Background: an optimization exercise with open tools, aiming at small area. Do not read the settings as production practice.
RTL that was checked went through simulation tests only; none was proved equivalent to the original.
For runs 4 to 6, only the layout was checked, not whether the RTL still works.
No activity file was given, so power comes from the tool's default toggle rates.

**design/flow/run.sh**
```bash
#!/bin/bash
# synth_recipe.tcl (not shown) runs the flow's synth.tcl, then flattens the netlist and writes it again
# the make line also repeats each setting of config.mk as NAME=value (left out here)
make -C /OpenROAD-flow-scripts/flow DESIGN_CONFIG=/design/flow/config.mk WORK_HOME=/design/flow/orfs CLKGATE_MAP_FILE= SYNTH_SCRIPT=/design/flow/synth_recipe.tcl finish
```
**design/flow/config.mk**
```make
export PLATFORM = sky130hd
export DESIGN_NAME = dns_name_label_encoder
export DESIGN_NICKNAME = dns_name_label_encoder
export VERILOG_FILES = /design/flow/design.v
export SDC_FILE = /design/flow/constraint.sdc
export NUM_CORES = 4
export LEC_CHECK = 0
export CAP_MARGIN = 20
export CORE_MARGIN = 2
export CORE_UTILIZATION = 60
export CTS_BUF_LIST = sky130_fd_sc_hd__clkbuf_4
export CTS_CLUSTER_SIZE = 30
export SLEW_MARGIN = 20
```
**design/flow/constraint.sdc**
```tcl
create_clock -name core_clock -period 5.5 [get_ports {clk}]
set_input_delay 1.1000 -clock core_clock [delete_from_list [all_inputs] [get_ports {clk}]]
set_output_delay 1.1000 -clock core_clock [all_outputs]
set_load 0.01 [all_outputs]
```
**design/flow/design.v**
```verilog
package dnsle_pkg;
  localparam int MAX_LABEL = 62;
  localparam int RING_DEPTH = MAX_LABEL + 1;
  localparam int CNT_W      = 6;
  localparam int BYTE_W     = 8;
  localparam int LEN_W      = 16;
  localparam logic [BYTE_W-1:0] DOT_CHAR = 8'd46;
endpackage
module dnsle_label_ram #(
  parameter int DEPTH = 63,
  parameter int WIDTH = 8
) (
  input  logic             clk,
  input  logic             wr_en,
  input  logic [WIDTH-1:0] wr_data,
  output logic [WIDTH-1:0] rd_data
);
  logic [DEPTH*WIDTH-1:0] ring_r;
  always_ff @(posedge clk) begin
    ring_r <= {ring_r[(DEPTH-1)*WIDTH-1:0],
               wr_en ? wr_data : ring_r[DEPTH*WIDTH-1 -: WIDTH]};
  end
  assign rd_data = ring_r[WIDTH-1:0];
endmodule
module dnsle_ctrl (
  input  logic        clk,
  input  logic        rst_n,
  input  logic        in_valid,
  output logic        in_ready,
  input  logic        in_mode,
  input  logic [7:0]  in_char_code,
  output logic        wr_en,
  input  logic [7:0]  rd_data,
  output logic        out_valid,
  input  logic        out_ready,
  output logic [7:0]  out_byte,
  output logic        out_last_of_run,
  output logic [15:0] out_encoded_length,
  output logic        out_label_overflow
);
  localparam int CNT_W = dnsle_pkg::CNT_W;
  localparam int LEN_W = dnsle_pkg::LEN_W;
  typedef enum logic [2:0] {
    ST_IDLE  = 3'd0,
    ST_LEN   = 3'd1,
    ST_DATA  = 3'd2,
    ST_TERM  = 3'd3,
    ST_TSHOW = 3'd4
  } state_t;
  state_t           state_r, state_nxt;
  logic [CNT_W-1:0] off_r, off_nxt;
  logic [CNT_W-1:0] count_r, count_nxt;
  logic             dot_r, dot_nxt;
  logic             ovf_r, ovf_nxt;
  logic             term_r, term_nxt;
  logic [LEN_W-1:0] enc_r, enc_nxt;
  logic             valid_r;
  logic [7:0]       byte_r;
  logic             last_r;
  logic             can_push;
  logic             push;
  logic [7:0]       push_byte;
  logic             push_last;
  logic             count_word;
  logic             hold_off;
  logic             flush_done;
  logic             is_dot;
  logic             writes;
  logic             at_slot;
  assign can_push = !valid_r || out_ready;
  assign is_dot   = (in_char_code == dnsle_pkg::DOT_CHAR);
  assign writes   = !in_mode && !is_dot &&
                    (dot_r || count_r != CNT_W'(dnsle_pkg::MAX_LABEL));
  assign at_slot  = (off_r == count_r);
  always_comb begin
    state_nxt  = state_r;
    count_nxt  = count_r;
    dot_nxt    = dot_r;
    ovf_nxt    = ovf_r;
    term_nxt   = term_r;
    enc_nxt    = enc_r;
    in_ready   = 1'b0;
    wr_en      = 1'b0;
    push       = 1'b0;
    push_byte  = count_r[7:0] ;
    push_last  = 1'b0;
    count_word = 1'b0;
    hold_off   = 1'b0;
    flush_done = 1'b0;
    case (state_r)
      ST_IDLE: begin
        in_ready = can_push && (!writes || at_slot);
        if (in_valid && in_ready) begin
          if (in_mode) begin
            term_nxt  = 1'b1;
            dot_nxt   = 1'b0;
            state_nxt = (count_r != '0) ? ST_LEN : ST_TERM;
          end else if (dot_r) begin
            term_nxt  = 1'b0;
            dot_nxt   = is_dot;
            wr_en     = !is_dot;
            state_nxt = ST_LEN;
          end else if (is_dot) begin
            dot_nxt = 1'b1;
          end else if (writes) begin
            wr_en     = 1'b1;
            count_nxt = count_r + CNT_W'(1);
          end else begin
            ovf_nxt = 1'b1;
          end
        end
      end
      ST_LEN: begin
        if (can_push) begin
          push       = 1'b1;
          push_byte  = 8'(count_r);
          push_last  = (count_r == '0);
          count_word = 1'b1;
          if (count_r == '0) flush_done = 1'b1;
          else               state_nxt  = ST_DATA;
        end
      end
      ST_DATA: begin
        if (can_push && off_r == CNT_W'(1)) begin
          push       = 1'b1;
          push_byte  = rd_data;
          push_last  = (count_r == CNT_W'(1)) && !term_r;
          count_word = 1'b1;
          hold_off   = 1'b1;
          count_nxt  = count_r - CNT_W'(1);
          if (count_r == CNT_W'(1)) flush_done = 1'b1;
        end
      end
      ST_TERM: begin
        if (can_push) begin
          push      = 1'b1;
          push_byte = 8'd0;
          push_last = 1'b1;
          state_nxt = ST_TSHOW;
        end
      end
      ST_TSHOW: begin
        if (out_ready) begin
          enc_nxt   = LEN_W'(1);
          ovf_nxt   = 1'b0;
          state_nxt = ST_IDLE;
        end
      end
      default: state_nxt = ST_IDLE;
    endcase
    if (flush_done) begin
      if (term_r) begin
        state_nxt = ST_TERM;
      end else begin
        count_nxt = dot_r ? CNT_W'(0) : CNT_W'(1);
        state_nxt = ST_IDLE;
      end
    end
    if (count_word && enc_r != '1) enc_nxt = enc_r + LEN_W'(1);
  end
  always_comb begin
    if (hold_off)                          off_nxt = off_r;
    else if (off_r == CNT_W'(dnsle_pkg::MAX_LABEL)) off_nxt = '0;
    else                                   off_nxt = off_r + CNT_W'(1);
  end
  always_ff @(posedge clk) begin
    if (!rst_n) begin
      state_r <= ST_IDLE;
      off_r   <= '0;
      count_r <= '0;
      dot_r   <= 1'b0;
      ovf_r   <= 1'b0;
      term_r  <= 1'b0;
      enc_r   <= LEN_W'(1);
      valid_r <= 1'b0;
    end else begin
      state_r <= state_nxt;
      off_r   <= off_nxt;
      count_r <= count_nxt;
      dot_r   <= dot_nxt;
      ovf_r   <= ovf_nxt;
      term_r  <= term_nxt;
      enc_r   <= enc_nxt;
      if (push)           valid_r <= 1'b1;
      else if (out_ready) valid_r <= 1'b0;
    end
  end
  always_ff @(posedge clk) begin
    if (push) begin
      byte_r <= push_byte;
      last_r <= push_last;
    end
  end
  assign out_valid          = valid_r;
  assign out_byte           = byte_r;
  assign out_last_of_run    = last_r;
  assign out_encoded_length = (state_r == ST_TSHOW) ? enc_r : '0;
  assign out_label_overflow = ovf_r;
endmodule
module dns_name_label_encoder (
  input  logic        clk,
  input  logic        rst_n,
  input  logic        in_valid,
  output logic        in_ready,
  input  logic        in_mode,
  input  logic [7:0]  in_char_code,
  output logic        out_valid,
  input  logic        out_ready,
  output logic [7:0]  out_byte,
  output logic        out_last_of_run,
  output logic [15:0] out_encoded_length,
  output logic        out_label_overflow
);
  logic       wr_en;
  logic [7:0] rd_data;
  dnsle_label_ram #(
    .DEPTH (dnsle_pkg::RING_DEPTH),
    .WIDTH (dnsle_pkg::BYTE_W)
  ) u_ram (
    .clk     (clk),
    .wr_en   (wr_en),
    .wr_data (in_char_code),
    .rd_data (rd_data)
  );
  dnsle_ctrl u_ctrl (
    .clk                (clk),
    .rst_n              (rst_n),
    .in_valid           (in_valid),
    .in_ready           (in_ready),
    .in_mode            (in_mode),
    .in_char_code       (in_char_code),
    .wr_en              (wr_en),
    .rd_data            (rd_data),
    .out_valid          (out_valid),
    .out_ready          (out_ready),
    .out_byte           (out_byte),
    .out_last_of_run    (out_last_of_run),
    .out_encoded_length (out_encoded_length),
    .out_label_overflow (out_label_overflow)
  );
endmodule
```
==> flow_summary_export.csv, run 1 <==
group,metric,value,unit
status,status,"no timing/DRC/antenna violations",
timing,setup_viol,0,
setup_path,arrival,3.30,ns
logic_synthesis,yosysSeqAreaShare,0.8555,
layout,stdcell_area,15100,um^2
power_and_ir_drop,power-per-cell-area,526.0,nW/um^2
drt,ant_nets,0,
setup_path,start_kind,"input pin",
logic_synthesis,synthFlopType,"dfxtp_1",
power_and_ir_drop,ir_drop,0.3583,mV
logic_synthesis,yosysWarningCount,3,
clock_network,numCtsBuffers,118,
timing,slew_viol_final,0,
drt,wire_per_inst,14.36,um
global_routing,grt_pass1_wl,31530,um
logic_synthesis,yosys_register_bits,548,
min_path,hp-class,"reg -> reg",
power_and_ir_drop,leakagePower,6.115,nW
floorplan,dieArea,22740,um^2
logic_synthesis,async_reset_ff_frac,0,
logic_synthesis,ys_types,60,
placed_design,dp_hpwl,11040,um
placed_design,portBuffers,40,
logic_synthesis,synth_nets,865,
global_routing,grt_busiest_layer,"met2",
logic_synthesis,synth.top_cell.area_share,0.8346,
logic_synthesis,synth_area,12930,um^2
clock_network,clk_latency,0.74,ns
clock_network,cts.repair.resized,0,
job,cap_violations,0,
timing,rsz0062_at_grt,"false",
timing,skew,0.04230,ns
placed_design,place_congestion,0.8192,
logic_synthesis,synth.avg_cell_area,15.34,um^2
clock_network,clk_path_buf_depth,3,
drt,drt-initial-drc-count,283,
timing,fin_crit_sh,0.8009,
drt,drt-total-wl,19410,um
timing,tightest_slew,0.7450,ns
layout,fin_nets,1010,
clock_network,root_buffer,"clkbuf_4",
global_routing,grtUsageTotal,0.1784,
timing,slew_headroom,0.4964,
layout,postLayoutCoreUtil,0.7163,
floorplan,core.rowCount,53,
timing,finalCriticalPeriod,4.405,ns
layout,area_growth_syn_to_layout,16.83,%
drt,route.detailed.drc,0,
global_routing,grt_max_degree,20,
global_routing,met1_usage,0.2351,
timing,finalSetupTns,0,ns
logic_synthesis,syn_inst,843,
floorplan,ios,41,
layout,drive_gt1_frac,0.1952,
setup_path,crit_required,4.40,ns
clock_network,cts.sinks,548,
floorplan,start_util,0.6131,
clock_network,cts_tree,"yes",
floorplan,die_h,150.8,um
global_routing,met2_usage,0.2720,
timing,hold_viol_final,0,
setup_path,crit_path_end_kind,"primary output",
clock_network,clkTransAtPathRegs,0.07,ns
logic_synthesis,synth-edff-count,9,
power_and_ir_drop,finalPower,7.945,mW
timing,fin_ws,1.095,ns
clock_network,htree_levels,3,
drt,viasPerCell,4.640,
setup_path,crit_type,"in -> out",
clock_network,hold_buffers,0,
logic_synthesis,synth_area_leaders,"dfxtp_1 (83%), edfxtp_1 (2.1%), and2_1 (0.87%)",
drt,vias,6273,
global_routing,grt_pass1_vias,6621,
timing,fmax,227.0,MHz
floorplan,core,21090,um^2
floorplan,die_w,150.8,um
clock_network,cts_setup_buffers,0,
global_routing,met3_usage,0.05572,
logic_synthesis,synth.largest_area_cell,"dfxtp_1",
global_routing,grt_overflow,0,
global_routing,antenna_found_initial,1,
drt,drtPass1Iterations,4,
setup_path,cp_max_fo,8,
placed_design,preCtsSetupSlack,1.117,ns
placed_design,placed_area,13610,um^2
## report_power, final
part / switching (mW) / internal (mW) / total [mW] / leakage (nW)
sequential: 0.172 / 4.38 / 4.56 / 4.45
clock: 1.42 / 1.49 / 2.90 / 0.886
combinational: 0.284 / 0.201 / 0.485 / 0.780
total: 1.87 / 6.07 / 7.95 / 6.12
## state kept, by name, indices dropped and copies added (netlist names)
register / cells
u_ctrl.byte_r: 8
u_ctrl.count_r: 6
u_ctrl.dot_r: 1
u_ctrl.enc_r: 16
u_ctrl.last_r: 1
u_ctrl.off_r: 6
u_ctrl.ovf_r: 1
u_ctrl.state_r: 3
u_ctrl.term_r: 1
u_ctrl.valid_r: 1
u_ram.ring_r: 504
## cell type report
class                      count  area, um^2
antenna                        1       2.502
clock buffer                 178        1336
clock inverter                30       160.2
fill                        1391        5983
inverter                      11       41.29
multi-input combinational    267        1744
sequential                   548       11060
tap                          275       344.1
timing repair buffer          42       415.4
## layer usage
| layer | part of all wire | wire, um | vias up |
|---|---|---|---|
| met5 | 0 | 0 | - |
| met4 | 0.020 | 393 | 0 |
| met3 | 0.036 | 699 | 35 |
| met2 | 0.46 | 8852 | 121 |
| met1 | 0.49 | 9464 | 2971 |
| li1 | - | - | 3146 |
## placed cells by master, fill, tap and decap left out, drive strengths merged, types with 4 or more instances in the layout
cell,instances
a21oi,14
a22o,4
a31oi,4
and2,18
and3,8
clkbuf,178
clkdlybuf4s50,40
clkinv,25
dfxtp,539
edfxtp,9
ha,9
inv,14
mux2,9
mux2i,4
nand2,30
nand3,16
nor2,28
nor2b,6
nor3,19
nor4,7
o21ai,21
or3,5
xnor2,7
xor2,8
## worst paths after layout
| path | cells after the start | to | from | slack, ns |
|---|---|---|---|---|
| hold / removal | 0 | u_ram.ring_r[174] | u_ram.ring_r[166] | 0.30 |
| setup reg to reg | 6 | u_ctrl.enc_r[7] | u_ctrl.state_r[1] | 2.40 |
| hold reg to reg | 0 | u_ram.ring_r[174] | u_ram.ring_r[166] | 0.30 |
| setup / recovery | 8 | in_ready | in_char_code[0] | 1.10 |
## cell usage after synthesis, types with 2 or more instances
cell type / count
dfxtp_1: 539
nand2_1: 30
nor2_1: 28
o21ai_0: 19
and2_1: 18
nor3_1: 17
a21oi_1: 14
nand3_1: 14
clkbuf_1: 12
inv_1: 11
edfxtp_1: 9
ha_1: 9
mux2_2: 9
xor2_1: 8
and3_1: 7
xnor2_1: 7
nor2b_1: 6
nor4_1: 6
or3_1: 5
a22o_1: 4
a31oi_1: 4
mux2i_1: 4
buf_2: 3
nand2b_1: 3
nand3b_1: 3
nor4b_1: 3
o21a_1: 3
o22ai_1: 3
o31ai_1: 3
a2111o_1: 2
a21boi_0: 2
and3b_1: 2
and4_1: 2
buf_6: 2
nand3_2: 2
nand4_1: 2
o211ai_1: 2
o21ai_1: 2
o41ai_1: 2
or2_2: 2
## critical path, cell delays in order
cell             delay, ns
clkdlybuf4s50_1       0.47
nand4b_1              0.20
nor4_1                0.08
buf_4                 0.16
nor3_2                0.42
and2_1                0.31
nor2_1                0.07
clkdlybuf4s50_1       0.48
## through the flow
step | cells | hold slack (ns)
floorplan | 843 | 0.3096
global placement | 1143 | 0.3103
detailed placement | 1143 | 0.3121
CTS | 1351 | 0.2984
global route | 1352 | 0.2884
finish | 1352 | 0.2997
## kinds of logic after synthesis
logic type      Yosys count  synth area share
flops                   548            0.8555
simple gates            160           0.06900
compound gates           70           0.03610
buf+inv                  28          0.009580
xor+xnor                 15           0.01016
mux                      13           0.01094
fa+ha+maj                 9          0.008710
==> run 2: changes to the inputs <==
--- a/design/flow/config.mk
+++ b/design/flow/config.mk
@@ -9,5 +9,6 @@
 export CORE_MARGIN = 2
 export CORE_UTILIZATION = 60
-export CTS_BUF_LIST = sky130_fd_sc_hd__clkbuf_4
-export CTS_CLUSTER_SIZE = 30
+export CTS_BUF_LIST = sky130_fd_sc_hd__clkbuf_8
+export CTS_CLUSTER_DIAMETER = 60
+export CTS_CLUSTER_SIZE = 20
 export SLEW_MARGIN = 20
==> flow_summary_export.csv, run 2 <==
group,metric,value,unit
status,status,"no timing/DRC/antenna violations",
logic_synthesis,synthTopCellsByCount,"dfxtp_1 (539), nand2_1 (30), nor2_1 (28)",
clock_network,numCtsBuffers,35,
drt,route.detailed.drc,0,
setup_path,r2r-start,"u_ctrl.state_r[1]",
layout,top_regs,"u_ram.ring_r (504), u_ctrl.enc_r (16), u_ctrl.byte_r (8)",
logic_synthesis,synth.avg_cell_area,15.34,um^2
layout,area_growth_syn_to_layout,9.455,%
timing,slew_headroom,0.5003,
setup_path,rr_worst_depth,6,
logic_synthesis,synth.largest_area_cell,"dfxtp_1",
drt,drt-total-wl,18060,um
power_and_ir_drop,ir_drop,0.3080,mV
timing,rsz0062_at_grt,"false",
clock_network,hold_buffers,0,
timing,slew_viol_final,0,
placed_design,place_congestion,0.8192,
logic_synthesis,yosysSeqAreaShare,0.8555,
layout,postLayoutCoreUtil,0.6711,
clock_network,cts.repair.resized,0,
layout,diodes,0,
setup_path,reg2reg_to,"u_ctrl.enc_r[7]",
floorplan,ios,41,
timing,fin_crit_sh,0.8060,
logic_synthesis,yosysWarningCount,3,
setup_path,arrival,3.33,ns
drt,drtPass1Iterations,4,
placed_design,preCtsSetupSlack,1.117,ns
layout,layout_commonest_cell,"dfxtp_1",
min_path,holdPathStages,0,
logic_synthesis,synth-edff-count,9,
drt,drt-initial-drc-count,268,
global_routing,antenna_found_initial,0,
power_and_ir_drop,power-per-cell-area,475.9,nW/um^2
min_path,min_to,"u_ram.ring_r[45]",
setup_path,crit_path_end_kind,"primary output",
global_routing,grt_pass1_wl,28680,um
placed_design,portBuffers,40,
floorplan,core.rowCount,53,
setup_path,cp_max_fo,8,
power_and_ir_drop,leakagePower,5.525,nW
logic_synthesis,synth.most_common_cell,"dfxtp_1",
global_routing,grtUsageTotal,0.1613,
job,cap_violations,0,
layout,top_register,"u_ram.ring_r",
logic_synthesis,synth_area_leaders,"dfxtp_1 (83%), edfxtp_1 (2.1%), and2_1 (0.87%)",
logic_synthesis,synth_nets,865,
logic_synthesis,async_reset_ff_frac,0,
global_routing,grt_max_degree,22,
floorplan,core,21090,um^2
layout,fillers,1448,
global_routing,grt_pass1_vias,5766,
setup_path,start_kind,"input pin",
layout,fin_nets,927,
clock_network,root_buffer,"clkbuf_8",
timing,hold_viol_final,0,
setup_path,crit_required,4.40,ns
drt,wire_per_inst,15.23,um
timing,finalSetupTns,0,ns
timing,tightest_slew,0.7391,ns
placed_design,placed_area,13610,um^2
logic_synthesis,syn_inst,843,
timing,holdWs,0.2937,ns
drt,ant_nets,0,
logic_synthesis,ys_types,60,
timing,setup_viol,0,
layout,layout_common_cells,"dfxtp_1 (539), clkdlybuf4s50_1 (40), clkbuf_8 (37)",
clock_network,cts_tree,"yes",
min_path,worstHoldStart,"u_ram.ring_r[37]",
layout,largest_reg_flops,504,
clock_network,htree_levels,2,
timing,finalCriticalPeriod,4.433,ns
placed_design,dp_hpwl,11040,um
floorplan,die_h,150.8,um
timing,fmax,225.6,MHz
floorplan,start_util,0.6131,
setup_path,r2r_slack,2.37,ns
logic_synthesis,synth_area,12930,um^2
global_routing,grt_overflow,0,
clock_network,cts.sinks,548,
setup_path,crit_type,"in -> out",
logic_synthesis,synth.top_cell.area_share,0.8346,
layout,drive_gt1_frac,0.07025,
clock_network,clk_latency,0.55,ns
floorplan,die_w,150.8,um
timing,fin_ws,1.067,ns
clock_network,cts_setup_buffers,0,
drt,vias,5737,
timing,skew,0.04306,ns
layout,stdcell_area,14150,um^2
drt,viasPerCell,4.837,
logic_synthesis,yosys_register_bits,548,
clock_network,clk_path_buf_depth,3,
clock_network,clkTransAtPathRegs,0.11,ns
logic_synthesis,synthFlopType,"dfxtp_1",
min_path,hp-class,"reg -> reg",
floorplan,dieArea,22740,um^2
==> run 2: cell counts after synthesis <==
No cell type changed its count.
==> run 2: power by group <==
group,total (mW),switching [mW],internal [mW]
clock network,1.70,1.08,0.621
registers,4.55,0.169,4.38
logic,0.486,0.285,0.201
==> run 2: worst max-delay path, stage by stage <==
cell	delay, ns
clkdlybuf4s50_1	0.47
nand4b_1	0.20
nor4_1	0.08
buf_4	0.16
nor3_2	0.44
and2_1	0.32
nor2_1	0.07
clkdlybuf4s50_1	0.48
==> run 2: cells by family after synthesis <==
logic type,share of synthesized area
simple gates,0.06900
mux,0.01094
buf+inv,0.009580
xor+xnor,0.01016
compound gates,0.03610
fa+ha+maj,0.008710
flops,0.8555
==> run 2: metrics by stage <==
step           cells  power (mW)
2_1_floorplan    843       4.906
6_report        1186       6.735
3_5_place_dp    1143       5.126
4_1_cts         1186       6.820
5_1_grt         1186       7.035
3_3_place_gp    1143       5.109
==> run 2: area by class of cell <==
class	count	area (um^2)	share of cell area
Tap cell	275	344.1	0.02431
Clock inverter	6	36.28	0.002564
Sequential cell	548	11060	0.7816
Inverter	11	41.29	0.002918
Multi-Input combinational cell	267	1744	0.1233
Timing Repair Buffer	42	415.4	0.02935
Clock buffer	37	509.2	0.03599
==> run 2: how the worst max path moves through the flow <==
stage                     from  endpoint  cells past startpoint
3_5_place_dp   in_char_code[0]  in_ready                      8
6_report       in_char_code[0]  in_ready                      8
2_1_floorplan  in_char_code[4]  in_ready                      5
3_3_place_gp   in_char_code[0]  in_ready                      8
5_1_grt        in_char_code[0]  in_ready                      8
4_1_cts        in_char_code[0]  in_ready                      8
==> run 2: routing by layer <==
layer | global-route usage | wire (um) | part of all wire
met2 | 0.2411 | 7664 | 0.42
met5 | 0 | 0 | 0
met4 | 0.05654 | 421 | 0.023
met3 | 0.03193 | 815 | 0.045
met1 | 0.2367 | 9161 | 0.51
==> run 3: changes to the inputs <==
--- a/design/flow/config.mk
+++ b/design/flow/config.mk
@@ -8,7 +8,4 @@
 export CAP_MARGIN = 20
 export CORE_MARGIN = 2
-export CORE_UTILIZATION = 60
-export CTS_BUF_LIST = sky130_fd_sc_hd__clkbuf_8
-export CTS_CLUSTER_DIAMETER = 60
-export CTS_CLUSTER_SIZE = 20
+export CORE_UTILIZATION = 40
 export SLEW_MARGIN = 20
==> flow_summary_export.csv, run 3 <==
group,metric,value,unit
status,status,"no timing/DRC/antenna violations",
clock_network,numCtsBuffers,49,
layout,area_growth_syn_to_layout,19.28,%
global_routing,grt_pass1_vias,5786,
placed_design,dp_hpwl,10320,um
setup_path,arrival,3.64,ns
setup_path,r2r_slack,2.50,ns
clock_network,root_buffer,"clkbuf_16",
power_and_ir_drop,leakagePower,6.042,nW
drt,vias,5854,
clock_network,cts.sinks,548,
timing,skew,0.01114,ns
logic_synthesis,synth.top_cell.area_share,0.8346,
layout,drive_gt1_frac,0.1036,
drt,route.detailed.drc,0,
setup_path,crit_chain,"clkdlybuf4s50_1 -> nand4b_1 -> nor4_1 -> nor3_2 -> and2_1 -> nor2_1 -> clkdlybuf4s50_1",
layout,diodes,0,
setup_path,rr_worst_depth,6,
timing,finalSetupTns,0,ns
drt,drt-initial-drc-count,338,
layout,layout_commonest_cell,"dfxtp_1",
clock_network,clk_path_buf_depth,3,
layout,fillers,2676,
floorplan,dieArea,33780,um^2
floorplan,start_util,0.4076,
logic_synthesis,synth.avg_cell_area,15.34,um^2
clock_network,clk_latency,0.56,ns
logic_synthesis,yosys_register_bits,548,
min_path,holdPathStages,0,
placed_design,portBuffers,40,
logic_synthesis,synth.largest_area_cell,"dfxtp_1",
logic_synthesis,synthFlopType,"dfxtp_1",
layout,layout_common_cells,"dfxtp_1 (539), clkbuf_16 (50), clkdlybuf4s50_1 (40)",
floorplan,ios,41,
drt,wire_per_inst,13.25,um
layout,top_regs,"u_ram.ring_r (504), u_ctrl.enc_r (16), u_ctrl.byte_r (8)",
clock_network,htree_levels,2,
drt,drt-total-wl,17990,um
logic_synthesis,syn_inst,843,
min_path,worstHoldStart,"u_ram.ring_r[39]",
power_and_ir_drop,power-per-cell-area,546.0,nW/um^2
timing,slew_viol_final,0,
timing,finalCriticalPeriod,4.736,ns
timing,rsz0062_at_grt,"false",
floorplan,die_h,183.8,um
setup_path,cpPeakStageDelay,0.58,ns
floorplan,die_w,183.8,um
setup_path,critical-path-slowest-cell,"nor4_1",
setup_path,cp_max_fo,8,
global_routing,antenna_found_initial,0,
setup_path,crit_type,"in -> out",
logic_synthesis,yosysWarningCount,3,
global_routing,grt_overflow,0,
timing,slew_headroom,0.4754,
timing,fin_crit_sh,0.8611,
layout,finalNonFillerCells,1358,
logic_synthesis,synthTopCellsByCount,"dfxtp_1 (539), nand2_1 (30), nor2_1 (28)",
setup_path,crit_required,4.40,ns
clock_network,clkTransAtPathRegs,0.06,ns
setup_path,reg2reg_to,"u_ctrl.enc_r[7]",
timing,tightest_slew,0.7808,ns
power_and_ir_drop,ir_drop,0.2868,mV
floorplan,core.rowCount,65,
drt,drtPass1Iterations,4,
clock_network,cts_setup_buffers,0,
timing,fmax,211.2,MHz
layout,largest_reg_flops,504,
global_routing,grt_pass1_wl,29680,um
logic_synthesis,synth_nets,865,
logic_synthesis,yosysSeqAreaShare,0.8555,
drt,viasPerCell,4.311,
logic_synthesis,synth_area_leaders,"dfxtp_1 (83%), edfxtp_1 (2.1%), and2_1 (0.87%)",
logic_synthesis,ys_types,60,
drt,ant_nets,0,
setup_path,start_kind,"input pin",
power_and_ir_drop,finalPower,8.420,mW
layout,fin_nets,940,
clock_network,hold_buffers,0,
timing,setup_viol,0,
layout,top_register,"u_ram.ring_r",
global_routing,grt_max_degree,17,
min_path,hp-class,"reg -> reg",
clock_network,cts_tree,"yes",
placed_design,dp_cells,1269,
setup_path,r2r-start,"u_ctrl.state_r[1]",
clock_network,cts.repair.resized,0,
logic_synthesis,synth-edff-count,9,
global_routing,grtUsageTotal,0.1104,
floorplan,core,31720,um^2
setup_path,critical_path.most_common_cell,"clkdlybuf4s50_1",
setup_path,crit_path_end_kind,"primary output",
placed_design,place_congestion,0.8079,
logic_synthesis,async_reset_ff_frac,0,
job,cap_violations,0,
logic_synthesis,synth_area,12930,um^2
timing,hold_viol_final,0,
min_path,min_to,"u_ram.ring_r[47]",
logic_synthesis,synth.most_common_cell,"dfxtp_1",
-- run 3: changes by cell type in the layout (fill, tap and decap cells not counted), moves of 4 or more --
cell / before / now
clkbuf_8: 37 / 9
clkbuf_1: 0 / 13
bufinv_16: 0 / 4
clkbuf_16: 0 / 50
clkinv_2: 1 / 7
-- run 3: routing by layer --
metal,global-route usage,share of wire,up-vias
met5,0,0,-
li1,-,-,2936
met3,0.03170,0.052,51
met2,0.1644,0.43,108
met4,0.04832,0.034,0
met1,0.1499,0.48,2759
-- run 3: cell families (layout without fill, tap and decap cells) --
group	after synthesis	after routing	share of synthesized area
buf+inv	28	141	0.009580
mux	13	13	0.01094
simple gates	160	160	0.06900
flops	548	548	0.8555
compound gates	70	70	0.03610
fa+ha+maj	9	9	0.008710
xor+xnor	15	15	0.01016
-- run 3: area by class of cell --
cell class	count	area (um^2)	area share
clock inverter	17	240.2	0.01558
multi-input combinational	267	1744	0.1131
timing repair buffer	41	407.9	0.02645
clock buffer	72	1424	0.09233
sequential	548	11060	0.7172
tap	402	503.0	0.03262
inverter	11	41.29	0.002677
-- run 3: how the worst max path moves through the flow --
| stage | start | end | slack [ns] | depth (start not counted) |
|---|---|---|---|---|
| detailed placement | in_char_code[3] | in_ready | 0.75 | 7 |
| global route | in_char_code[0] | in_ready | 0.60 | 7 |
| global placement | in_char_code[0] | in_ready | 0.80 | 7 |
| floorplan | in_char_code[4] | in_ready | 2.14 | 5 |
| CTS | in_char_code[3] | in_ready | 0.73 | 7 |
| finish | in_char_code[3] | in_ready | 0.76 | 7 |
-- run 3: stage by stage --
stage               hold slack [ns]    util  area (um^2)  setup WS [ns]
floorplan                    0.3096       -        12930          2.142
global placement             0.3108  0.4337        13760         0.7973
detailed placement           0.3121  0.4337        13760         0.7525
global route                 0.3148  0.4862        15420         0.6027
finish                       0.3194  0.4862        15420         0.7641
CTS                          0.3160  0.4862        15420         0.7345
-- run 3: report_power, final --
| group | total, mW | internal [mW] | switching, mW |
|---|---|---|---|
| clock network | 3.39 | 2.00 | 1.39 |
| registers | 4.55 | 4.39 | 0.160 |
| logic | 0.484 | 0.200 | 0.284 |
-- run 3: critical path: cells and delay by family --
kind	cells	cell delay, ns
AND/OR/NAND/NOR	5	1.47
buffers and inverters	2	1.06
==> run 4: changes to the inputs <==
--- a/design/flow/design.v
+++ b/design/flow/design.v
@@ -41,10 +41,9 @@
   localparam int CNT_W = dnsle_pkg::CNT_W;
   localparam int LEN_W = dnsle_pkg::LEN_W;
-  typedef enum logic [2:0] {
-    ST_IDLE  = 3'd0,
-    ST_LEN   = 3'd1,
-    ST_DATA  = 3'd2,
-    ST_TERM  = 3'd3,
-    ST_TSHOW = 3'd4
+  typedef enum logic [1:0] {
+    ST_IDLE  = 2'd0,
+    ST_DATA  = 2'd1,
+    ST_TERM  = 2'd2,
+    ST_TSHOW = 2'd3
   } state_t;
   state_t           state_r, state_nxt;
@@ -57,9 +56,7 @@
   logic             valid_r;
   logic [7:0]       byte_r;
-  logic             last_r;
   logic             can_push;
   logic             push;
   logic [7:0]       push_byte;
-  logic             push_last;
   logic             count_word;
   logic             hold_off;
@@ -68,6 +65,8 @@
   logic             writes;
   logic             at_slot;
+  logic             empty;
   assign can_push = !valid_r || out_ready;
   assign is_dot   = (in_char_code == dnsle_pkg::DOT_CHAR);
+  assign empty    = (count_r == '0);
   assign writes   = !in_mode && !is_dot &&
                     (dot_r || count_r != CNT_W'(dnsle_pkg::MAX_LABEL));
@@ -83,6 +82,5 @@
     wr_en      = 1'b0;
     push       = 1'b0;
-    push_byte  = count_r[7:0] ;
-    push_last  = 1'b0;
+    push_byte  = count_r[7:0];
     count_word = 1'b0;
     hold_off   = 1'b0;
@@ -92,13 +90,13 @@
         in_ready = can_push && (!writes || at_slot);
         if (in_valid && in_ready) begin
-          if (in_mode) begin
-            term_nxt  = 1'b1;
-            dot_nxt   = 1'b0;
-            state_nxt = (count_r != '0) ? ST_LEN : ST_TERM;
-          end else if (dot_r) begin
-            term_nxt  = 1'b0;
-            dot_nxt   = is_dot;
-            wr_en     = !is_dot;
-            state_nxt = ST_LEN;
+          if (in_mode || dot_r) begin
+            term_nxt   = in_mode;
+            dot_nxt    = !in_mode && is_dot;
+            wr_en      = writes;
+            push       = !(in_mode && empty);
+            count_word = !(in_mode && empty);
+            if (in_mode && empty) state_nxt = ST_TERM;
+            else if (empty)       flush_done = 1'b1;
+            else                  state_nxt = ST_DATA;
           end else if (is_dot) begin
             dot_nxt = 1'b1;
@@ -111,19 +109,8 @@
         end
       end
-      ST_LEN: begin
-        if (can_push) begin
-          push       = 1'b1;
-          push_byte  = 8'(count_r);
-          push_last  = (count_r == '0);
-          count_word = 1'b1;
-          if (count_r == '0) flush_done = 1'b1;
-          else               state_nxt  = ST_DATA;
-        end
-      end
       ST_DATA: begin
         if (can_push && off_r == CNT_W'(1)) begin
           push       = 1'b1;
           push_byte  = rd_data;
-          push_last  = (count_r == CNT_W'(1)) && !term_r;
           count_word = 1'b1;
           hold_off   = 1'b1;
@@ -136,9 +123,8 @@
           push      = 1'b1;
           push_byte = 8'd0;
-          push_last = 1'b1;
           state_nxt = ST_TSHOW;
         end
       end
-      ST_TSHOW: begin
+      default: begin
         if (out_ready) begin
           enc_nxt   = LEN_W'(1);
@@ -147,11 +133,10 @@
         end
       end
-      default: state_nxt = ST_IDLE;
     endcase
     if (flush_done) begin
-      if (term_r) begin
+      if (term_nxt) begin
         state_nxt = ST_TERM;
       end else begin
-        count_nxt = dot_r ? CNT_W'(0) : CNT_W'(1);
+        count_nxt = dot_nxt ? CNT_W'(0) : CNT_W'(1);
         state_nxt = ST_IDLE;
       end
@@ -160,7 +145,7 @@
   end
   always_comb begin
-    if (hold_off)                          off_nxt = off_r;
+    if (hold_off)                                   off_nxt = off_r;
     else if (off_r == CNT_W'(dnsle_pkg::MAX_LABEL)) off_nxt = '0;
-    else                                   off_nxt = off_r + CNT_W'(1);
+    else                                            off_nxt = off_r + CNT_W'(1);
   end
   always_ff @(posedge clk) begin
@@ -187,12 +172,9 @@
   end
   always_ff @(posedge clk) begin
-    if (push) begin
-      byte_r <= push_byte;
-      last_r <= push_last;
-    end
+    if (push) byte_r <= push_byte;
   end
   assign out_valid          = valid_r;
   assign out_byte           = byte_r;
-  assign out_last_of_run    = last_r;
+  assign out_last_of_run    = (state_r == ST_IDLE) || (state_r == ST_TSHOW);
   assign out_encoded_length = (state_r == ST_TSHOW) ? enc_r : '0;
   assign out_label_overflow = ovf_r;
--- a/design/flow/config.mk
+++ b/design/flow/config.mk
@@ -8,4 +8,7 @@
 export CAP_MARGIN = 20
 export CORE_MARGIN = 2
-export CORE_UTILIZATION = 40
+export CORE_UTILIZATION = 60
+export CTS_BUF_LIST = sky130_fd_sc_hd__clkbuf_8
+export CTS_CLUSTER_DIAMETER = 60
+export CTS_CLUSTER_SIZE = 20
 export SLEW_MARGIN = 20
==> flow_summary_export.csv, run 4 <==
group,metric,value,unit
setup_path,rr_worst_depth,7,
power_and_ir_drop,leakagePower,5.681,nW
clock_network,clk_latency,0.56,ns
clock_network,hold_buffers,0,
logic_synthesis,synthTopCellsByCount,"dfxtp_1 (538), nand2_1 (32), nor2_1 (29)",
min_path,worstHoldStart,"u_ram.ring_r[9]",
floorplan,core,21150,um^2
clock_network,numCtsBuffers,35,
layout,top_register,"u_ram.ring_r",
timing,fin_crit_sh,0.8205,
clock_network,cts_setup_buffers,0,
drt,route.detailed.drc,0,
placed_design,place_congestion,0.7997,
logic_synthesis,synth_nets,882,
logic_synthesis,synth_area,13040,um^2
setup_path,start_kind,"input pin",
logic_synthesis,yosysSeqAreaShare,0.8446,
drt,vias,5757,
global_routing,grt_overflow,0,
setup_path,r2r-start,"u_ctrl.state_r[0]",
logic_synthesis,ys_types,62,
floorplan,dieArea,22920,um^2
timing,setup_viol,0,
global_routing,grt_pass1_vias,5846,
drt,drt-initial-drc-count,235,
job,cap_violations,0,
logic_synthesis,synth.avg_cell_area,15.26,um^2
clock_network,clkTransAtPathRegs,0.11,ns
floorplan,die_h,151.4,um
logic_synthesis,synth_area_leaders,"dfxtp_1 (83%), edfxtp_1 (1.8%), ha_1 (1.4%)",
logic_synthesis,yosys_register_bits,546,
power_and_ir_drop,power-per-cell-area,484.6,nW/um^2
timing,slew_headroom,0.3875,
timing,skew,0.03328,ns
floorplan,die_w,151.4,um
layout,top_regs,"u_ram.ring_r (504), u_ctrl.enc_r (16), u_ctrl.byte_r (8)",
floorplan,start_util,0.6163,
layout,layout_common_cells,"dfxtp_1 (538), clkdlybuf4s50_1 (40), clkbuf_8 (35)",
global_routing,grt_max_degree,22,
layout,diodes,0,
logic_synthesis,synth.top_cell.area_share,0.8262,
drt,wire_per_inst,15.17,um
layout,stdcell_area,14260,um^2
logic_synthesis,synth.largest_area_cell,"dfxtp_1",
placed_design,portBuffers,40,
setup_path,cp_max_fo,4,
floorplan,ios,41,
logic_synthesis,yosysWarningCount,3,
timing,rsz0062_at_grt,"false",
logic_synthesis,syn_inst,854,
min_path,holdPathStages,0,
power_and_ir_drop,ir_drop,0.3215,mV
drt,drt-total-wl,18170,um
layout,fin_nets,944,
setup_path,crit_required,4.40,ns
logic_synthesis,synth.most_common_cell,"dfxtp_1",
logic_synthesis,synthFlopType,"dfxtp_1",
clock_network,cts.sinks,546,
clock_network,root_buffer,"clkbuf_8",
drt,ant_nets,0,
global_routing,grt_pass1_wl,29230,um
timing,fmax,221.6,MHz
layout,drive_gt1_frac,0.07042,
placed_design,dp_hpwl,11160,um
logic_synthesis,synth-edff-count,8,
layout,largest_reg_flops,504,
drt,drtPass1Iterations,4,
clock_network,cts_tree,"yes",
setup_path,arrival,3.41,ns
timing,hold_viol_final,0,
clock_network,clk_path_buf_depth,3,
timing,tightest_slew,0.9187,ns
setup_path,crit_path_end_kind,"primary output",
timing,slew_viol_final,0,
global_routing,grtUsageTotal,0.1631,
setup_path,startpoint,"in_char_code[7]",
layout,area_growth_syn_to_layout,9.425,%
status,status,"no timing/DRC/antenna violations",
logic_synthesis,async_reset_ff_frac,0,
timing,finalCriticalPeriod,4.513,ns
min_path,hp-class,"reg -> reg",
layout,layout_commonest_cell,"dfxtp_1",
drt,viasPerCell,4.806,
clock_network,cts.repair.resized,0,
placed_design,placed_area,13690,um^2
timing,finalSetupTns,0,ns
setup_path,crit_type,"in -> out",
clock_network,htree_levels,2,
floorplan,core.rowCount,53,
global_routing,antenna_found_initial,0,
-- run 4: changes by cell type in the layout (fill, tap and decap cells not counted), moves of 6 or more --
cell	before	now
a21oi_1	14	21
a221o_1	0	6
and3_1	7	19
clkbuf_1	13	0
clkbuf_16	50	0
clkbuf_8	9	35
clkinv_2	7	1
ha_1	9	15
nor3_1	17	7
o21ai_0	19	9
xnor2_1	7	16
-- run 4: per-layer routing --
| metal | up-vias | track usage | part of all wire |
|---|---|---|---|
| met1 | 2725 | 0.2250 | 0.49 |
| li1 | 2917 | - | - |
| met5 | - | 0 | 0 |
| met3 | 33 | 0.03735 | 0.036 |
| met2 | 82 | 0.2572 | 0.45 |
| met4 | 0 | 0.05234 | 0.018 |
-- run 4: final timing paths --
path	to	slack (ns)
min	u_ram.ring_r[17]	0.32
max reg2reg	u_ctrl.byte_r[1]	2.22
min reg2reg	u_ram.ring_r[17]	0.32
max	in_ready	0.99
-- run 4: layout make-up --
| type | instances | area, um^2 |
|---|---|---|
| repair buffers | 41 | 407.9 |
| inverters | 13 | 48.80 |
| flip-flops and latches | 546 | 11010 |
| well taps | 275 | 344.1 |
| multi-input cells | 279 | 1879 |
| clock buffers | 35 | 481.7 |
| clock inverters | 9 | 92.59 |
| fillers | 1476 | 6889 |
-- run 4: critical path: stages --
cell and delay, ns:
clkdlybuf4s50_1 0.48, nor4b_1 0.39, nand4_1 0.30, o211ai_2 0.21, or2_1 0.22, and3_1 0.17, clkdlybuf4s50_1 0.54
-- run 4: kinds of logic (layout without fill, tap and decap cells) --
| group | after synthesis | count (layout) | synth area share |
|---|---|---|---|
| adder cells (fa/ha/maj) | 15 | 15 | 0.01440 |
| AND/OR/NAND/NOR | 158 | 158 | 0.06536 |
| flip-flops | 546 | 546 | 0.8446 |
| AO/OA/AOI/OAI | 73 | 73 | 0.04031 |
| multiplexers | 11 | 11 | 0.009310 |
| XOR/XNOR | 22 | 22 | 0.01478 |
| buffers and inverters | 29 | 98 | 0.01123 |
-- run 4: power breakdown --
part           internal, mW  leakage (nW)  switching [mW]
sequential             4.44          4.43           0.172
combinational         0.248         0.947           0.318
clock                 0.618         0.301            1.12
-- run 4: per-stage QoR --
step	util	cells	hold slack [ns]	power, mW	setup slack, ns
after floorplan	-	854	0.3096	5.012	2.292
after global placement	0.6472	1154	0.3127	5.249	1.049
after detailed placement	0.6472	1154	0.3121	5.265	0.9863
after CTS	0.6743	1198	0.3140	6.997	0.9736
after global routing	0.6743	1198	0.3204	7.231	0.7664
final	0.6743	1198	0.3224	6.913	0.9873
==> run 5: changes to the inputs <==
==> design/flow/flow/run.sh (new file) <==
#!/bin/bash
# Layout flow: the standard ORFS layout, with two changes passed to ORFS
# through its own variables:
#  - clock tree synthesis without dummy loads (CTS_ARGS), with the clock
#    buffer list and sink clustering from config.mk;
#  - port buffers of the smallest buffer cell (BUFFER_PORTS_ARGS).
# Each tool's full output is kept in the ORFS logs under orfs/logs, and the
# make output in flow_make.log here.
set -euo pipefail
export CTS_ARGS="-sink_clustering_enable -repair_clock_nets -dont_use_dummy_load -sink_clustering_size 20 -sink_clustering_max_diameter 60 -buf_list sky130_fd_sc_hd__clkbuf_8"
export BUFFER_PORTS_ARGS="-buffer_cell sky130_fd_sc_hd__buf_1"
bash standard.sh > flow_make.log 2>&1
==> design/flow/standard.sh (new file) <==
#!/bin/bash
# synth_recipe.tcl (not shown) runs the flow's synth.tcl, then flattens the netlist and writes it again
# the make line also repeats each setting of config.mk as NAME=value (left out here)
make -C /OpenROAD-flow-scripts/flow DESIGN_CONFIG=/design/flow/config.mk WORK_HOME=/design/flow/orfs CLKGATE_MAP_FILE= SYNTH_SCRIPT=/design/flow/synth_recipe.tcl "${@:-finish}"
removed: design/flow/run.sh
==> flow_summary_export.csv, run 5 <==
group,metric,value,unit
global_routing,grt_pass1_vias,5633,
clock_network,cts_tree,"yes",
placed_design,portBuffers,40,
clock_network,numCtsBuffers,35,
logic_synthesis,yosys_register_bits,546,
logic_synthesis,ys_types,62,
floorplan,core,21150,um^2
layout,postLayoutCoreUtil,0.6580,
timing,fin_crit_sh,0.6786,
min_path,worstHoldStart,"u_ram.ring_r[39]",
clock_network,cts_setup_buffers,0,
layout,diodes,0,
layout,area_growth_syn_to_layout,6.766,%
setup_path,crit_path_end_kind,"primary output",
clock_network,clkTransAtPathRegs,0.11,ns
layout,largest_reg_flops,504,
setup_path,reg2reg_to,"u_ctrl.byte_r[4]",
power_and_ir_drop,switchingPower,1.539,mW
setup_path,r2r_slack,2.15,ns
setup_path,crit_chain,"buf_1 -> nor4b_1 -> nand4_1 -> o211ai_2 -> or2_1 -> and3_1 -> buf_1",
timing,skew,0.1077,ns
timing,finalCriticalPeriod,3.732,ns
timing,fin_ws,1.768,ns
min_path,min_to,"u_ram.ring_r[47]",
timing,tightest_slew,0.9411,ns
job,cap_violations,0,
global_routing,grtUsageTotal,0.1644,
power_and_ir_drop,switching_share,0.2280,
timing,setup_viol,0,
status,status,"no timing/DRC/antenna violations",
timing,hold_viol_final,0,
setup_path,start_kind,"input pin",
clock_network,cts.sinks,546,
clock_network,clk_latency,0.56,ns
global_routing,grt_pass1_wl,29170,um
logic_synthesis,synth_area,13040,um^2
logic_synthesis,synth.most_common_cell,"dfxtp_1",
drt,ant_nets,0,
drt,route.detailed.drc,0,
setup_path,critical-path-slowest-cell,"nor4b_1",
layout,layout_commonest_cell,"dfxtp_1",
timing,rsz0062_at_grt,"false",
power_and_ir_drop,p_int,5.209,mW
clock_network,clk_path_buf_depth,3,
setup_path,arrival,2.63,ns
setup_path,cp_max_fo,4,
drt,vias,5683,
global_routing,grt_overflow,0,
setup_path,cpPeakStageDelay,0.38,ns
logic_synthesis,synthFlopType,"dfxtp_1",
floorplan,dieArea,22920,um^2
timing,fmax,267.9,MHz
logic_synthesis,synth.avg_cell_area,15.26,um^2
setup_path,crit_required,4.40,ns
logic_synthesis,synth.largest_area_cell,"dfxtp_1",
power_and_ir_drop,power-per-cell-area,484.8,nW/um^2
logic_synthesis,synthTopCellsByCount,"dfxtp_1 (538), nand2_1 (32), nor2_1 (29)",
floorplan,ios,41,
floorplan,core.rowCount,53,
drt,drt-total-wl,18170,um
setup_path,crit_type,"in -> out",
power_and_ir_drop,pwr-share-comb,0.077,
timing,slew_headroom,0.3726,
global_routing,grt_max_degree,22,
floorplan,die_h,151.4,um
setup_path,r2r-start,"u_ctrl.state_r[0]",
drt,drt-initial-drc-count,284,
layout,top_regs,"u_ram.ring_r (504), u_ctrl.enc_r (16), u_ctrl.byte_r (8)",
logic_synthesis,synth_area_leaders,"dfxtp_1 (83%), edfxtp_1 (1.8%), ha_1 (1.4%)",
timing,holdWs,0.2917,ns
drt,viasPerCell,4.784,
layout,layout_common_cells,"dfxtp_1 (538), buf_1 (40), clkbuf_8 (35)",
placed_design,place_congestion,0.8197,
layout,top_register,"u_ram.ring_r",
power_and_ir_drop,leakagePower,5.526,nW
placed_design,preCtsSetupSlack,1.772,ns
min_path,hp-class,"reg -> reg",
clock_network,cts.repair.resized,0,
setup_path,startpoint,"in_char_code[4]",
floorplan,start_util,0.6163,
logic_synthesis,synth-edff-count,8,
logic_synthesis,syn_inst,854,
clock_network,root_buffer,"clkbuf_8",
drt,drtPass1Iterations,4,
timing,slew_viol_final,0,
power_and_ir_drop,clkPwrFrac,0.240,
logic_synthesis,async_reset_ff_frac,0,
placed_design,dp_hpwl,11180,um
power_and_ir_drop,ir_drop,0.3044,mV
logic_synthesis,yosysWarningCount,3,
logic_synthesis,yosysSeqAreaShare,0.8446,
setup_path,rr_worst_depth,7,
drt,wire_per_inst,15.29,um
min_path,holdPathStages,0,
logic_synthesis,synth.top_cell.area_share,0.8262,
floorplan,die_w,151.4,um
layout,fin_nets,943,
clock_network,htree_levels,2,
logic_synthesis,synth_nets,882,
clock_network,hold_buffers,0,
layout,drive_gt1_frac,0.06353,
setup_path,critical_path.most_common_cell,"buf_1",
timing,finalSetupTns,0,ns
power_and_ir_drop,p_seq_frac,0.683,
global_routing,antenna_found_initial,0,
## run 5: kinds of logic after synthesis
| kind of cell | after synthesis | share of synthesized area |
|---|---|---|
| AOI/OAI and AO/OA | 73 | 0.04031 |
| DFF | 546 | 0.8446 |
| and+or+nand+nor | 158 | 0.06536 |
| buffers and inverters | 29 | 0.01123 |
| muxes | 11 | 0.009310 |
| adders and majority gates | 15 | 0.01440 |
| xor gates and xnor gates | 22 | 0.01478 |
## run 5: stage by stage
| stage | instance area [um^2] | instances | power [mW] |
|---|---|---|---|
| floorplan | 13040 | 854 | 5.012 |
| global placement | 13430 | 1153 | 5.202 |
| detailed placement | 13440 | 1153 | 5.219 |
| CTS | 13920 | 1188 | 6.824 |
| global route | 13920 | 1188 | 7.054 |
| finish | 13920 | 1188 | 6.748 |
## run 5: worst max-delay path by stage
stage | endpoint | cells after the start
after floorplan | in_ready | 5
after global placement | in_ready | 7
after detailed placement | in_ready | 7
after CTS | in_ready | 7
after global routing | in_ready | 7
final | in_ready | 7
## run 5: cell type report
| cell class | instances | area, um^2 |
|---|---|---|
| Multi-Input combinational cell | 279 | 1883 |
| Fill cell | 1489 | 7236 |
| Timing Repair Buffer | 40 | 150.1 |
| Clock buffer | 35 | 481.7 |
| Sequential cell | 546 | 11010 |
| Tap cell | 275 | 344.1 |
| Inverter | 13 | 48.80 |
## run 5: power groups by stage
stage	sequential, mW	combinational, mW	clock (mW)
global placement	4.69	0.516	0
CTS	4.62	0.522	1.68
global route	4.66	0.572	1.82
floorplan	4.63	0.386	0
finish	4.61	0.520	1.62
detailed placement	4.70	0.516	0
## run 5: worst max-delay path, delay by kind of cell
kind                   cells  cell delay [ns]
buffers and inverters      2             0.27
AOI/OAI and AO/OA          1             0.19
and+or+nand+nor            4             1.06
## run 5: layer usage
| layer | share of wire | vias to the layer above | global-route usage |
|---|---|---|---|
| met5 | 0 | - | 0 |
| met4 | 0.019 | 0 | 0.05794 |
| met3 | 0.033 | 29 | 0.03373 |
| met2 | 0.45 | 74 | 0.2545 |
| met1 | 0.50 | 2682 | 0.2316 |
| li1 | - | 2898 | - |
==> run 6: changes to the inputs <==
==> design/flow/flow/run.sh (replaced) <==
#!/bin/bash
# Layout flow: the standard ORFS layout (standard.sh), with these changes
# passed to ORFS through its own variables:
#  - synthesis maps logic with an area-oriented ABC script (abc_area.script
#    here) in place of ORFS's speed script; the synthesis script is
#    otherwise the standard flow's synth_recipe.tcl unchanged, so registers and names are
#    those of the standard synthesis;
#  - clock tree synthesis without dummy loads, with clkbuf_8 buffers and sink
#    clusters of at most 20 flip-flops (CTS_ARGS);
#  - port buffers of the smallest buffer cell (BUFFER_PORTS_ARGS).
# Each tool's full output is kept in the ORFS logs under orfs/logs, and the
# make output in flow_make.log here.
set -euo pipefail
here=$(pwd)
{
  printf 'proc abc {args} {\n'
  printf '  set i [lsearch $args -script]\n'
  printf '  if {$i >= 0} { lset args [expr {$i + 1}] %s/flow/abc_area.script }\n' "$here"
  printf '  yosys abc {*}$args\n'
  printf '}\n'
  cat synth_recipe.tcl
} > own_synth.tcl
sed -E "s#SYNTH_SCRIPT=[^ ]+#SYNTH_SCRIPT=$here/own_synth.tcl#" standard.sh > own_standard.sh
grep -q "SYNTH_SCRIPT=$here/own_synth.tcl" own_standard.sh
export CTS_ARGS="-sink_clustering_enable -repair_clock_nets -dont_use_dummy_load -sink_clustering_size 20 -sink_clustering_max_diameter 60 -buf_list sky130_fd_sc_hd__clkbuf_8"
export BUFFER_PORTS_ARGS="-buffer_cell sky130_fd_sc_hd__buf_1"
bash own_standard.sh > flow_make.log 2>&1
==> design/flow/flow/abc_area.script (new file) <==
&get -n
&st
&dch
&nf -R 1000
&st
&syn2
&if -g -K 6
&synch2
&nf -R 1000
&put
==> flow_summary_export.csv, run 6 <==
group,metric,value,unit
status,status,"no timing/DRC/antenna violations",
timing,setup_viol,0,
logic_synthesis,synth-edff-count,8,
setup_path,start_kind,"input pin",
timing,slew_headroom,0.2094,
layout,top_regs,"u_ram.ring_r (504), u_ctrl.enc_r (16), u_ctrl.byte_r (8)",
setup_path,cp-endpoint,"in_ready",
clock_network,cts.repair.resized,0,
timing,tightest_slew,1.175,ns
logic_synthesis,yosysWarningCount,3,
global_routing,grt_pass1_wl,26840,um
timing,skew,0.05411,ns
power_and_ir_drop,ir_drop,0.3006,mV
global_routing,grt_overflow,0,
logic_synthesis,synth.top_cell.area_share,0.8482,
logic_synthesis,synth_area_leaders,"dfxtp_1 (85%), edfxtp_1 (1.9%), nand2_1 (1.6%)",
setup_path,crit_path_end_kind,"primary output",
layout,diodes,0,
clock_network,clkTransAtPathRegs,0.10,ns
layout,layout_common_cells,"dfxtp_1 (538), nand2_1 (55), buf_1 (40)",
logic_synthesis,yosysSeqAreaShare,0.8671,
timing,finalCriticalPeriod,4.165,ns
floorplan,dieArea,22340,um^2
drt,vias,5594,
clock_network,htree_levels,2,
logic_synthesis,muxShareOfSynthArea,0.008671,
setup_path,r2r-start,"u_ctrl.count_r[0]",
job,cap_violations,0,
setup_path,reg2reg_to,"u_ctrl.enc_r[12]",
setup_path,startpoint,"in_char_code[4]",
logic_synthesis,ys_types,39,
logic_synthesis,async_reset_ff_frac,0,
placed_design,portBuffers,40,
timing,fmax,240.1,MHz
placed_design,dp_hpwl,9883,um
placed_design,place_congestion,0.8099,
floorplan,start_util,0.6079,
logic_synthesis,synth_top_family_by_area,"simple AND/OR/NAND/NOR gates",
clock_network,clk_latency,0.54,ns
drt,drtPass1Iterations,5,
logic_synthesis,yosys_register_bits,546,
drt,wire_per_inst,13.88,um
setup_path,r2r_slack,1.94,ns
power_and_ir_drop,finalPower,6.747,mW
logic_synthesis,synth.largest_area_cell,"dfxtp_1",
clock_network,cts.sinks,546,
logic_synthesis,synthTopCellsByCount,"dfxtp_1 (538), nand2_1 (55), o21ai_0 (28)",
logic_synthesis,synth.most_common_cell,"dfxtp_1",
clock_network,cts_setup_buffers,0,
logic_synthesis,synthAdderAreaFrac,0.01478,
logic_synthesis,synth_compound_area_frac,0.03291,
global_routing,grtUsageTotal,0.1525,
floorplan,die_h,149.5,um
layout,top_register,"u_ram.ring_r",
layout,layout_commonest_cell,"dfxtp_1",
logic_synthesis,synthXorXnorAreaFrac,0.01310,
clock_network,cts_tree,"yes",
clock_network,hold_buffers,0,
drt,drt-initial-drc-count,270,
setup_path,cp_max_fo,3,
placed_design,preCtsSetupSlack,0.9732,ns
drt,route.detailed.drc,0,
timing,slew_viol_final,0,
power_and_ir_drop,leakagePower,5.373,nW
power_and_ir_drop,power-per-cell-area,493.9,nW/um^2
timing,finalSetupTns,0,ns
logic_synthesis,syn_inst,826,
global_routing,antenna_found_initial,0,
global_routing,grt_max_degree,21,
floorplan,die_w,149.5,um
drt,drt-total-wl,16310,um
setup_path,rr_worst_depth,14,
timing,rsz0062_at_grt,"false",
floorplan,core.rowCount,53,
drt,viasPerCell,4.761,
clock_network,clk_path_buf_depth,3,
timing,holdWs,0.2788,ns
setup_path,arrival,3.06,ns
layout,area_growth_syn_to_layout,7.577,%
setup_path,crit_required,4.40,ns
clock_network,numCtsBuffers,34,
logic_synthesis,synth.avg_cell_area,15.37,um^2
global_routing,grt_pass1_vias,5541,
timing,fin_crit_sh,0.7572,
timing,hold_viol_final,0,
layout,drive_gt1_frac,0.03778,
logic_synthesis,synth_nets,854,
drt,ant_nets,0,
logic_synthesis,synth_area,12700,um^2
setup_path,crit_type,"in -> out",
timing,fin_ws,1.335,ns
clock_network,root_buffer,"clkbuf_8",
layout,largest_reg_flops,504,
logic_synthesis,synth-simple-area-share,0.05961,
floorplan,core,20890,um^2
layout,fin_nets,930,
min_path,hp-class,"reg -> reg",
logic_synthesis,synthFlopType,"dfxtp_1",
floorplan,ios,41,
layout,fillers,1516,
## run 6: cell count changes after synthesis, moves of 8 or more
cell / before / now
and2_0: 0 / 26
and2_1: 20 / 0
and3_1: 19 / 11
clkinv_1: 0 / 13
inv_1: 13 / 0
mux2_1: 0 / 8
mux2_2: 9 / 0
nand2_1: 32 / 55
nor2_1: 29 / 21
o21ai_0: 9 / 28
## run 6: logic make-up after synthesis
logic type / Yosys count
buffers and inverters: 13
adders and majority gates: 15
xor gates and xnor gates: 19
and+or+nand+nor: 153
AOI/OAI and AO/OA: 70
DFF: 546
muxes: 10
## run 6: layout make-up
cell class	count	area [um^2]	area share
inverters	13	48.80	0.003572
flip-flops and latches	546	11010	0.8060
clock buffers	34	467.9	0.03426
multi-input cells	267	1639	0.1200
well taps	275	344.1	0.02519
repair buffers	40	150.1	0.01099
## run 6: critical path, cell delays in order
cell	delay, ns
buf_1	0.08
nand2b_1	0.14
nor4_1	0.94
or3b_1	0.27
nand2b_1	0.16
and3_1	0.20
buf_1	0.17
## run 6: worst min-delay path by stage
| stage | to | cells past startpoint | slack, ns | startpoint |
|---|---|---|---|---|
| 3_3_place_gp | u_ram.ring_r[218] | 0 | 0.31 | u_ram.ring_r[210] |
| 6_report | u_ram.ring_r[52] | 0 | 0.28 | u_ram.ring_r[44] |
| 3_5_place_dp | u_ram.ring_r[107] | 0 | 0.31 | u_ram.ring_r[99] |
| 4_1_cts | u_ram.ring_r[52] | 0 | 0.27 | u_ram.ring_r[44] |
| 2_1_floorplan | u_ram.ring_r[100] | 0 | 0.31 | u_ram.ring_r[92] |
| 5_1_grt | u_ram.ring_r[52] | 0 | 0.28 | u_ram.ring_r[44] |
## run 6: routing by layer
layer,wire [um],vias up,global-route usage
met2,6583,133,0.2147
met3,959,29,0.03872
met4,393,0,0.06476
li1,-,2809,-
met1,8369,2623,0.2254
met5,0,-,0
## run 6: metrics by stage
stage               cells  instance area, um^2    util
floorplan             826                12700       -
finish               1175                13660  0.6540
detailed placement   1141                13190  0.6316
CTS                  1175                13660  0.6540
global route         1175                13660  0.6540
global placement     1141                13190  0.6316
## run 6: power breakdown
group | total (mW) | switching (mW) | internal (mW)
combinational | 0.533 | 0.359 | 0.174
sequential | 4.61 | 0.171 | 4.44
clock | 1.60 | 1.04 | 0.562

afterwards: timing with drivers on the ports:
The results above use ideal ports. As a check the final layouts listed here were re-extracted and re-timed, cells and wires unchanged.
Step 1: set_driving_cell puts a clkbuf_16 on clk and a buf_2 on each other input, an assumption about the parent block.
Step 2 also shifts input and output timing later by t, the mid clock arrival at the registers, as if the neighbouring blocks saw the same clock.
a / b / c = no drivers / after step 1 / after step 2; a / b = the first two.
run	shift t [ns]	setup slack, ns	slew at the worst register clock pin (ns)	worst data-port slew with drivers (ns)
run 1	0.755	1.095 / 1.067 / 1.067	0.08 / 0.08	0.04
run 2	0.570	1.067 / 1.040 / 1.040	0.11 / 0.11	0.04
run 3	0.597	0.764 / 0.735 / 0.735	0.06 / 0.06	0.07
run 4	0.586	0.987 / 0.966 / 0.966	0.12 / 0.12	0.08
run 5	0.551	1.768 / 1.745 / 1.745	0.11 / 0.11	0.08
run 6	0.561	1.335 / 1.312 / 0.830	0.11 / 0.11	0.05
After both steps every run listed still meets setup and hold. For run 6, which loses most, drivers alone change the setup slack by -0.023 ns; drivers and shift together by -0.505 ns.
